From an optimization exercise on the open Yosys and OpenROAD flow, aimed at small area; shortcuts taken in it are not production practice. Only simulation tests tie the RTL to the original design; equivalence was not proved. No activity file was given, so power comes from the tool's default toggle rates.

**flow/design.v**
```verilog
`timescale 1ns/1ns
package core_pkg;
  typedef logic [32-1:0] word_t;
  typedef logic [4:0]            reg_addr_t;
  typedef logic [4:0]            rob_slot_t;
  typedef enum logic [3:0] {
    alu_add      = 4'd0,
    alu_sub      = 4'd1,
    alu_and      = 4'd2,
    alu_or       = 4'd3,
    alu_xor      = 4'd4,
    alu_slt      = 4'd5,
    alu_sltu     = 4'd6,
    alu_sll      = 4'd7,
    alu_srl      = 4'd8,
    alu_sra      = 4'd9,
    alu_pass_op1 = 4'd10
  } alu_fn_e;
  typedef enum logic {
    op0_rs1  = 1'b0,
    op0_zero = 1'b1
  } op0_sel_e;
  typedef enum logic [2:0] {
    op1_rs2   = 3'd0,
    op1_shamt = 3'd1,
    op1_imm_u = 3'd2,
    op1_imm_i = 3'd4,
    op1_imm_s = 3'd5,
    op1_zero  = 3'd6
  } op1_sel_e;
  typedef struct packed {
    logic [6:0] funct7;
    logic [4:0] rs2;
    logic [4:0] rs1;
    logic [2:0] funct3;
    logic [4:0] rd;
    logic [6:0] opcode;
  } inst_r_t;
  typedef struct packed {
    logic [11:0] imm;
    logic [4:0]  rs1;
    logic [2:0]  funct3;
    logic [4:0]  rd;
    logic [6:0]  opcode;
  } inst_i_t;
  typedef struct packed {
    logic [6:0] imm_hi;
    logic [4:0] rs2;
    logic [4:0] rs1;
    logic [2:0] funct3;
    logic [4:0] imm_lo;
    logic [6:0] opcode;
  } inst_s_t;
  typedef struct packed {
    logic [19:0] imm;
    logic [4:0]  rd;
    logic [6:0]  opcode;
  } inst_u_t;
  typedef union packed {
    inst_r_t r;
    inst_i_t i;
    inst_s_t s;
    inst_u_t u;
  } inst_u;
endpackage
`timescale 1ns/1ns
module inst_field_decode (
  input  core_pkg::inst_u     inst_i,
  output core_pkg::reg_addr_t rs1_o,
  output core_pkg::reg_addr_t rs2_o,
  output core_pkg::word_t     shamt_o,
  output core_pkg::word_t     imm_i_o,
  output core_pkg::word_t     imm_s_o,
  output core_pkg::word_t     imm_u_o
);
  assign rs1_o = inst_i.r.rs1;
  assign rs2_o = inst_i.r.rs2;
  assign shamt_o = {{27{1'b0}}, inst_i.r.rs2};
  assign imm_i_o = {{20{inst_i.i.imm[11]}}, inst_i.i.imm};
  assign imm_s_o = {{20{inst_i.s.imm_hi[6]}}, inst_i.s.imm_hi, inst_i.s.imm_lo};
  assign imm_u_o = {inst_i.u.imm, 12'b0};
endmodule
`timescale 1ns/1ns
module core_alu (
  input  core_pkg::word_t   op0_i,
  input  core_pkg::word_t   op1_i,
  input  core_pkg::alu_fn_e fn_i,
  output core_pkg::word_t   result_o
);
  logic [4:0] shift_amt;
  assign shift_amt = op1_i[4:0];
  always_comb begin
    case (fn_i)
      core_pkg::alu_add: begin
        result_o = op0_i + op1_i;
      end
      core_pkg::alu_sub: begin
        result_o = op0_i - op1_i;
      end
      core_pkg::alu_and: begin
        result_o = op0_i & op1_i;
      end
      core_pkg::alu_or: begin
        result_o = op0_i | op1_i;
      end
      core_pkg::alu_xor: begin
        result_o = op0_i ^ op1_i;
      end
      core_pkg::alu_slt: begin
        result_o = {{31{1'b0}}, $signed(op0_i) < $signed(op1_i)};
      end
      core_pkg::alu_sltu: begin
        result_o = {{31{1'b0}}, op0_i < op1_i};
      end
      core_pkg::alu_sll: begin
        result_o = op0_i << shift_amt;
      end
      core_pkg::alu_srl: begin
        result_o = op0_i >> shift_amt;
      end
      core_pkg::alu_sra: begin
        result_o = $signed(op0_i) >>> shift_amt;
      end
      core_pkg::alu_pass_op1: begin
        result_o = op1_i;
      end
      default: begin
        result_o = '0;
      end
    endcase
  end
endmodule
`timescale 1ns/1ns
module issue_lane (
  input                         clk,
  input                         reset,
  input                         issue_i,
  input  core_pkg::inst_u       inst_i,
  input  core_pkg::op0_sel_e    op0_sel_i,
  input  core_pkg::op1_sel_e    op1_sel_i,
  input  core_pkg::alu_fn_e     alu_fn_i,
  input  core_pkg::rob_slot_t   rob_slot_i,
  output core_pkg::reg_addr_t   rs1_o,
  output core_pkg::reg_addr_t   rs2_o,
  input  core_pkg::word_t       rdata0_i,
  input  core_pkg::word_t       rdata1_i,
  output logic                  x_valid_o,
  output core_pkg::word_t       x_op0_o,
  output core_pkg::word_t       x_op1_o,
  output logic                  wb_valid_o,
  output core_pkg::word_t       wb_result_o,
  output core_pkg::rob_slot_t   wb_slot_o
);
  core_pkg::word_t     shamt;
  core_pkg::word_t     imm_i;
  core_pkg::word_t     imm_s;
  core_pkg::word_t     imm_u;
  core_pkg::word_t     op0_mux;
  core_pkg::word_t     op1_mux;
  core_pkg::alu_fn_e   x_fn;
  core_pkg::rob_slot_t x_slot;
  core_pkg::word_t     alu_out;
  inst_field_decode u_decode (
    .inst_i  (inst_i),
    .rs1_o   (rs1_o),
    .rs2_o   (rs2_o),
    .shamt_o (shamt),
    .imm_i_o (imm_i),
    .imm_s_o (imm_s),
    .imm_u_o (imm_u)
  );
  assign op0_mux = (op0_sel_i == core_pkg::op0_zero) ? '0 : rdata0_i;
  always_comb begin
    case (op1_sel_i)
      core_pkg::op1_rs2:   op1_mux = rdata1_i;
      core_pkg::op1_shamt: op1_mux = shamt;
      core_pkg::op1_imm_u: op1_mux = imm_u;
      core_pkg::op1_imm_i: op1_mux = imm_i;
      core_pkg::op1_imm_s: op1_mux = imm_s;
      default:   op1_mux = '0;
    endcase
  end
  always_ff @(posedge clk) begin
    if (reset) begin
      x_valid_o <= 1'b0;
    end else begin
      x_valid_o <= issue_i;
    end
    x_op0_o <= op0_mux;
    x_op1_o <= op1_mux;
    x_fn    <= alu_fn_i;
    x_slot  <= rob_slot_i;
  end
  core_alu u_alu (
    .op0_i    (x_op0_o),
    .op1_i    (x_op1_o),
    .fn_i     (x_fn),
    .result_o (alu_out)
  );
  always_ff @(posedge clk) begin
    if (reset) begin
      wb_valid_o <= 1'b0;
    end else begin
      wb_valid_o <= x_valid_o;
    end
    wb_result_o <= alu_out;
    wb_slot_o   <= x_slot;
  end
endmodule
`timescale 1ns/1ns
module branch_cond_unit (
  input  core_pkg::word_t op0_i,
  input  core_pkg::word_t op1_i,
  output logic            eq_o,
  output logic            ne_o,
  output logic            lt_o,
  output logic            ltu_o,
  output logic            ge_o,
  output logic            geu_o
);
  localparam int MSB = 31;
  core_pkg::word_t diff;
  logic  diff_signs;
  assign diff       = op0_i - op1_i;
  assign diff_signs = op0_i[MSB] ^ op1_i[MSB];
  assign eq_o  = (diff == '0);
  assign ne_o  = ~eq_o;
  assign lt_o  = diff_signs ? op0_i[MSB] : diff[MSB];
  assign ltu_o = diff_signs ? op1_i[MSB] : diff[MSB];
  assign ge_o  = diff_signs ? op1_i[MSB] : ~diff[MSB];
  assign geu_o = diff_signs ? op0_i[MSB] : ~diff[MSB];
endmodule
`timescale 1ns/1ns
module core_regfile (
  input                       clk,
  input                       reset,
  input  core_pkg::reg_addr_t raddr0_i,
  input  core_pkg::reg_addr_t raddr1_i,
  input  core_pkg::reg_addr_t raddr2_i,
  input  core_pkg::reg_addr_t raddr3_i,
  output core_pkg::word_t     rdata0_o,
  output core_pkg::word_t     rdata1_o,
  output core_pkg::word_t     rdata2_o,
  output core_pkg::word_t     rdata3_o,
  input                       wen0_i,
  input                       wen1_i,
  input  core_pkg::reg_addr_t waddr0_i,
  input  core_pkg::reg_addr_t waddr1_i,
  input  core_pkg::word_t     wdata0_i,
  input  core_pkg::word_t     wdata1_i
);
  core_pkg::word_t regs [32];
  assign rdata0_o = (raddr0_i == '0) ? '0 : regs[raddr0_i];
  assign rdata1_o = (raddr1_i == '0) ? '0 : regs[raddr1_i];
  assign rdata2_o = (raddr2_i == '0) ? '0 : regs[raddr2_i];
  assign rdata3_o = (raddr3_i == '0) ? '0 : regs[raddr3_i];
  always_ff @(posedge clk) begin
    if (reset) begin
      for (int r = 0; r < 32; r++) begin
        regs[r] <= '0;
      end
    end else begin
      if (wen0_i && (waddr0_i != '0)) begin
        regs[waddr0_i] <= wdata0_i;
      end
      if (wen1_i && (waddr1_i != '0)) begin
        regs[waddr1_i] <= wdata1_i;
      end
    end
  end
endmodule
`timescale 1ns/1ns
module rob_data_buffer (
  input                       clk,
  input                       fill0_en_i,
  input                       fill1_en_i,
  input  core_pkg::rob_slot_t fill0_slot_i,
  input  core_pkg::rob_slot_t fill1_slot_i,
  input  core_pkg::word_t     fill0_data_i,
  input  core_pkg::word_t     fill1_data_i,
  input  core_pkg::rob_slot_t read0_slot_i,
  input  core_pkg::rob_slot_t read1_slot_i,
  output core_pkg::word_t     read0_data_o,
  output core_pkg::word_t     read1_data_o
);
  core_pkg::word_t rob_mem [32];
  always_ff @(posedge clk) begin
    if (fill0_en_i) begin
      rob_mem[fill0_slot_i] <= fill0_data_i;
    end
    if (fill1_en_i) begin
      rob_mem[fill1_slot_i] <= fill1_data_i;
    end
  end
  assign read0_data_o = rob_mem[read0_slot_i];
  assign read1_data_o = rob_mem[read1_slot_i];
endmodule
`timescale 1ns/1ns
module dual_issue_dpath (
  input                       clk,
  input                       reset,
  input                       issue_i,
  input  core_pkg::inst_u     inst_a_i,
  input  core_pkg::inst_u     inst_b_i,
  input  core_pkg::op0_sel_e  op0_sel_a_i,
  input  core_pkg::op0_sel_e  op0_sel_b_i,
  input  core_pkg::op1_sel_e  op1_sel_a_i,
  input  core_pkg::op1_sel_e  op1_sel_b_i,
  input  core_pkg::alu_fn_e   alu_fn_a_i,
  input  core_pkg::alu_fn_e   alu_fn_b_i,
  input  core_pkg::rob_slot_t rob_slot_a_i,
  input  core_pkg::rob_slot_t rob_slot_b_i,
  input                       commit1_en_i,
  input  core_pkg::rob_slot_t commit1_slot_i,
  input  core_pkg::reg_addr_t commit1_waddr_i,
  input                       commit2_en_i,
  input  core_pkg::rob_slot_t commit2_slot_i,
  input  core_pkg::reg_addr_t commit2_waddr_i,
  output logic                branch_valid_o,
  output logic                br_eq_o,
  output logic                br_ne_o,
  output logic                br_lt_o,
  output logic                br_ltu_o,
  output logic                br_ge_o,
  output logic                br_geu_o,
  output logic                wb_valid_o,
  output core_pkg::word_t     result_a_o,
  output core_pkg::word_t     result_b_o
);
  core_pkg::reg_addr_t rs1_a;
  core_pkg::reg_addr_t rs2_a;
  core_pkg::reg_addr_t rs1_b;
  core_pkg::reg_addr_t rs2_b;
  core_pkg::word_t     rdata0_a;
  core_pkg::word_t     rdata1_a;
  core_pkg::word_t     rdata0_b;
  core_pkg::word_t     rdata1_b;
  core_pkg::word_t     x_op0_a;
  core_pkg::word_t     x_op1_a;
  logic      wb_valid_b;
  core_pkg::rob_slot_t wb_slot_a;
  core_pkg::rob_slot_t wb_slot_b;
  core_pkg::word_t     commit1_data;
  core_pkg::word_t     commit2_data;
  issue_lane lane_a (
    .clk         (clk),
    .reset       (reset),
    .issue_i     (issue_i),
    .inst_i      (inst_a_i),
    .op0_sel_i   (op0_sel_a_i),
    .op1_sel_i   (op1_sel_a_i),
    .alu_fn_i    (alu_fn_a_i),
    .rob_slot_i  (rob_slot_a_i),
    .rs1_o       (rs1_a),
    .rs2_o       (rs2_a),
    .rdata0_i    (rdata0_a),
    .rdata1_i    (rdata1_a),
    .x_valid_o   (branch_valid_o),
    .x_op0_o     (x_op0_a),
    .x_op1_o     (x_op1_a),
    .wb_valid_o  (wb_valid_o),
    .wb_result_o (result_a_o),
    .wb_slot_o   (wb_slot_a)
  );
  issue_lane lane_b (
    .clk         (clk),
    .reset       (reset),
    .issue_i     (issue_i),
    .inst_i      (inst_b_i),
    .op0_sel_i   (op0_sel_b_i),
    .op1_sel_i   (op1_sel_b_i),
    .alu_fn_i    (alu_fn_b_i),
    .rob_slot_i  (rob_slot_b_i),
    .rs1_o       (rs1_b),
    .rs2_o       (rs2_b),
    .rdata0_i    (rdata0_b),
    .rdata1_i    (rdata1_b),
    .x_valid_o   (),
    .x_op0_o     (),
    .x_op1_o     (),
    .wb_valid_o  (wb_valid_b),
    .wb_result_o (result_b_o),
    .wb_slot_o   (wb_slot_b)
  );
  branch_cond_unit u_branch (
    .op0_i (x_op0_a),
    .op1_i (x_op1_a),
    .eq_o  (br_eq_o),
    .ne_o  (br_ne_o),
    .lt_o  (br_lt_o),
    .ltu_o (br_ltu_o),
    .ge_o  (br_ge_o),
    .geu_o (br_geu_o)
  );
  core_regfile u_regfile (
    .clk      (clk),
    .reset    (reset),
    .raddr0_i (rs1_a),
    .raddr1_i (rs2_a),
    .raddr2_i (rs1_b),
    .raddr3_i (rs2_b),
    .rdata0_o (rdata0_a),
    .rdata1_o (rdata1_a),
    .rdata2_o (rdata0_b),
    .rdata3_o (rdata1_b),
    .wen0_i   (commit1_en_i),
    .wen1_i   (commit2_en_i),
    .waddr0_i (commit1_waddr_i),
    .waddr1_i (commit2_waddr_i),
    .wdata0_i (commit1_data),
    .wdata1_i (commit2_data)
  );
  rob_data_buffer u_rob (
    .clk          (clk),
    .fill0_en_i   (wb_valid_o),
    .fill1_en_i   (wb_valid_b),
    .fill0_slot_i (wb_slot_a),
    .fill1_slot_i (wb_slot_b),
    .fill0_data_i (result_a_o),
    .fill1_data_i (result_b_o),
    .read0_slot_i (commit1_slot_i),
    .read1_slot_i (commit2_slot_i),
    .read0_data_o (commit1_data),
    .read1_data_o (commit2_data)
  );
endmodule
```
**flow/constraint.sdc**
```tcl
create_clock -name core_clock -period 9.0 [get_ports {clk}]
set_input_delay 1.8000 -clock core_clock [delete_from_list [all_inputs] [get_ports {clk}]]
set_output_delay 1.8000 -clock core_clock [all_outputs]
set_load 0.01 [all_outputs]
```
**flow/config.mk**
```make
export PLATFORM = sky130hd
export DESIGN_NAME = dual_issue_dpath
export DESIGN_NICKNAME = dual_issue_dpath
export VERILOG_FILES = /design/flow/design.v
export SDC_FILE = /design/flow/constraint.sdc
export NUM_CORES = 4
export LEC_CHECK = 0
export CAP_MARGIN = 20
export CORE_MARGIN = 2
export CORE_UTILIZATION = 40
export CTS_BUF_LIST = sky130_fd_sc_hd__clkbuf_8
export CTS_CLUSTER_DIAMETER = 80
export CTS_CLUSTER_SIZE = 14
export SLEW_MARGIN = 20
```
**flow/run.sh**
```bash
#!/bin/bash
# synth_recipe.tcl (not shown) runs the flow's synth.tcl, then flattens the netlist and writes it again
# the make line also repeats each setting of config.mk as NAME=value (left out here)
make -C /OpenROAD-flow-scripts/flow DESIGN_CONFIG=/design/flow/config.mk WORK_HOME=/design/flow/orfs CLKGATE_MAP_FILE= SYNTH_SCRIPT=/design/flow/synth_recipe.tcl finish
```
==> run notes <==
==> per-layer routing <==
| layer | share of wire [%] | global-route usage, % |
|---|---|---|
| met1 | 34 | 44.4 |
| met2 | 41 | 49.8 |
| met4 | 8.6 | 24.6 |
| met5 | 0.15 | 1.95 |
| met3 | 16 | 15.9 |
==> cells in the final DEF (no fill, tap or decap), drive strengths merged, types with 23 or more instances in the layout <==
master	netlist	layout
edfxtp	2048	2048
mux4	1977	1977
o22ai	1046	1046
mux2	1042	1042
nor2	485	485
buf	272	476
o21ai	347	347
nand2	307	307
mux2i	304	304
a21oi	271	271
inv	181	269
dfxtp	222	222
ha	200	200
clkbuf	1114	199
clkdlybuf4s50	0	139
nor3	71	71
diode	0	66
nand3	59	59
o211ai	47	47
a211o	46	46
xnor2	44	44
a221oi	44	44
or3	39	39
a211oi	39	39
nor2b	37	37
a22oi	36	36
conb	1	32
nand2b	29	29
o2111ai	29	29
a31oi	25	25
a21o	23	23
==> sequential cells by signal (all words and copies together) (netlist names), 4 cells and up <==
register and count:
lane_b.wb_slot_o 5, lane_a.x_fn 4, lane_b.wb_result_o 32, lane_b.x_op1_o 32
lane_b.x_fn 4, lane_a.wb_result_o 32, lane_a.wb_slot_o 5, lane_a.x_slot 5
u_rob.rob_mem 1024, u_regfile.regs 1024, lane_a.x_op1_o 32, lane_b.x_op0_o 32
lane_b.x_slot 5, lane_a.x_op0_o 32
==> where the power goes <==
part | internal, mW | switching, mW
sequential | 12.0 | 0.426
clock | 2.15 | 4.06
combinational | 2.93 | 4.69
total | 17.1 | 9.18
==> worst min-delay path by stage <==
stage                                   startpoint                           to  slack, ns  cells past startpoint
after floorplan           lane_a.x_slot[0]$_DFF_P_  lane_a.wb_slot_o[0]$_DFF_P_       0.31                      0
after global placement    lane_a.x_slot[1]$_DFF_P_  lane_a.wb_slot_o[1]$_DFF_P_       0.31                      0
after detailed placement  lane_b.x_slot[3]$_DFF_P_  lane_b.wb_slot_o[3]$_DFF_P_       0.31                      0
after CTS                 lane_b.x_slot[3]$_DFF_P_  lane_b.wb_slot_o[3]$_DFF_P_       0.31                      0
after global routing      lane_a.x_slot[2]$_DFF_P_  lane_a.wb_slot_o[2]$_DFF_P_       0.32                      0
final                     lane_b.x_slot[3]$_DFF_P_  lane_b.wb_slot_o[3]$_DFF_P_       0.31                      0
==> what timing repair did <==
action / 4_1_cts / 5_1_grt
gates cloned: 0 / 0
setup buffers: 0 / 1
endpoints found under the setup margin: 2 / 2
endpoints found under the hold margin: 0 / 0
resized for setup: 14 / 18
pin swaps: 5 / 7
==> stage by stage <==
stage | utilization, % | hold WS [ns] | cells
final | 43.4 | 0.309 | 15400
after floorplan | - | 0.310 | 10800
after CTS | 43.2 | 0.314 | 15300
after global placement | 42.3 | 0.312 | 15000
after global routing | 43.4 | 0.319 | 15400
after detailed placement | 42.4 | 0.314 | 15000
==> layout make-up <==
type / count / share of cell area, %
clock inverter: 107 / 0.368
clock buffer: 198 / 1.65
sequential: 2270 / 39.8
multi-input combinational: 6925 / 50.4
timing repair buffer: 618 / 3.40
inverter: 187 / 0.424
antenna: 66 / 0.0997
tap: 5038 / 3.81
==> cell families after synthesis <==
kind of cell	synth area share, %
flops	43.1
compound gates	8.91
xor+xnor	0.326
fa+ha+maj	1.71
buf+inv	3.87
mux	38.7
simple gates	3.41
other cells	0.00245
==> run notes <==
The number of failing hold endpoints at the final stage is 0. The DRC violation count after routing came out at 0. The worst setup path startpoint is lane_a.x_op0_o[14]$_SDFF_PP0_. The setup slack of the worst register-to-register path is 3.59 ns.

Once detailed placement completed, the half-perimeter wirelength came to roughly 420000 um. The area of the mapped netlist came out at ~0.15 mm2. Dividing total power by cell area gives a power density of approximately 160 mW/mm2. The number of global-route vias before repair is about 110k. The share of layout cells above drive strength 1 is between 30% and 40%. After synthesis, the cell types taking the most area are edfxtp_1, mux4_2, mux2_2, o22ai_1, dfxtp_1. The period utilization came out at 97.8%. The sum of buffers and inverters on the critical path came out at 2. The worst setup path is captured at an output pin.

Measured along the x axis, the die boundary spans a little over 600 um. The worst-case reg-to-reg path depth is 13. The total routed wirelength came out at around 700000 um. After clock tree synthesis, the clock-pin slew on the worst setup and hold paths is around 0.11 ns. The max capacitance violation total is 0. The path class of the tightest hold or removal check is flop to flop. The number of clock sinks came out at 2270. In this run, the number of DRC markers left after iteration 0 of detailed routing was between 20k and 25k. The smallest setup slack after layout is between 0.15 and 0.2 ns. The final count of pins violating max slew came out at 0. The critical path data required time came out at approximately 7 ns.

The peak supply drop came out at between 0.0001 and 0.00015 V. The number of antenna violations at the first check in global routing is 66. The count of buffers inserted at the top-level ports came out at 172.

The worst-path maximum fanout is 6. The fmax is 114 MHz. The run finished with no timing, DRC or antenna violations. The top-level port count came out at approximately 190. Traced cell by cell, the critical path runs through inv_1, ha_1, nor2b_1, nor2_2, a21boi_0, o21ai_1, o21ai_2, o41ai_2, o211ai_1, a21oi_2, nor2_1, or2_2, fa_1, nor4b_2, nand4_1, a2111oi_4, nand4_1, a2111oi_2, nand4_1, a211o_1, a2111oi_4, and4_1, dlygate4sd2_1. The sequential cell area is roughly 0.066 mm2. The first-pass detailed-route iteration total came out at 9. In the synthesized netlist the dominant register cell turns out to be edfxtp_1. The kind of cell with the highest combined delay along the critical path is compound AO/OA/AOI/OAI gates.

The per-cell routed wire length is around 46 um. The antenna violation net count after detailed routing is 0. The post-route standard cell area excluding fillers is between 0.15 and 0.2 mm2. The overall track demand over capacity in global routing is approximately 36%. The startpoint identified for the worst register-to-register timing path is lane_a.x_op1_o[0]$_DFF_P_. The clock latency at the later pin of the worst-skew pair is ~1.2 ns. The global placement routability congestion came out at about 0.99.

The root buffer cell chosen for the clock tree is clkbuf_8. The TritonCTS buffer count came out at 195. The number of enable flip-flop cells after synthesis came out at approximately 2k.

The async set or reset register ratio after synthesis is 0%. The leakage power is 54.9 nW. In this run, synthesis produced a sequential element count of ~2.3k. The layout-stage area growth over the synthesis result came out at 8.15%.

The critical path depth came out at 23. Among all cell types in the netlist, the one instantiated most often is edfxtp_1. The share of Yosys cell area claimed by the top area cell type came out at 40.1%. The synthesized area per cell is ~14 um2. Setup repair after global routing left no endpoint under its margin. In this run the standard cell core region covers ~0.38 mm2.

The H-tree was split into 4 levels. The setup TNS is 0 ns. The maximum single-stage delay on the critical path came out at between 0.4 and 0.5 ns.

The average vias per placed instance came out at ~7.8. The total die area came out at 0.388 mm2. The cell row count came out at around 230. The maximum buffer depth of the clock tree is 4. Following the worst setup path forward leads to its endpoint at br_eq_o.

The post-layout total power came out at between 20 and 30 mW. The global-route wire length before repair came out at 960000 um. The post-cts hold buffer count came out at 0. The instance area after placement is 0.162 mm2.

The die is between 600 and 700 um tall. The worst setup path is launched from a flop. The sequential-to-total area share from yosys stat came out at a little over two fifths.

Between clock sinks in the finished design, the worst skew comes to roughly 0.1 ns. Entering global routing, the biggest net connects roughly 120 pins. The area of combinational cells with multiple inputs is approximately 0.084 mm2.

For the finished layout, the period the worst path requires is a little under 9 ns. The filler cells instantiated in the layout total between 30k and 40k. The vias after detailed routing is roughly 120k.

Of all cell types, the one taking the most synthesized area is edfxtp_1. The worst slack at placement came out at around 0.26 ns. The number of different library cells in the post-synthesis netlist is 89. In the synthesized netlist, the number of instances is approximately 11k.

Among all stages on the critical path, the largest delay is contributed by fa_1. The normalized max-slew margin is approximately 7.3%. TritonCTS built the clock tree. The transition time at the pin with the least slew margin came out at approximately 1.4 ns. The total setup violations reported at the end of the flow is 0. Counting instances in the post-synthesis netlist gives the leading cell types as edfxtp_1, mux4_2, clkbuf_1.

The critical path's most frequent cell is nand4_1. During synthesis, Yosys emitted a total of 4 warnings. The number of nets in the layout is 10.5k. Global routing finished with a remaining overflow of 0.

For this configuration, the core starts out at a cell density of 40.1%. The critical path is of the flop to output pin type. The data arrival at the endpoint of the critical path is roughly 7 ns.

The worst register-to-register path ends at lane_a.wb_result_o[28]$_DFF_P_.

[separate check: timing with driven ports]
The flow's constraints put no driver on any port. The routed layout listed below was extracted and timed again, unchanged, in two steps.
Step 1, drivers: a clkbuf_16 drives clk and a buf_2 each remaining input, both assumed.
Step 2, shift: input delay + t, output delay - t, t = (earliest + latest rising clock arrival at the registers) / 2. This alone moves slack from input paths to output paths.
Slacks: ideal / step 1 / step 2; pairs: ideal / step 1.
t, ns: 1.251
setup slack, ns: 0.194 / 0.078 / 1.329
worst register clock-pin slew, ns: 0.12 / 0.12
worst data-port slew with drivers (ns): 0.15
After both steps setup and hold are still met in this run. The setup slack of this run moves by -0.116 ns with the drivers and by +1.135 ns with both steps.
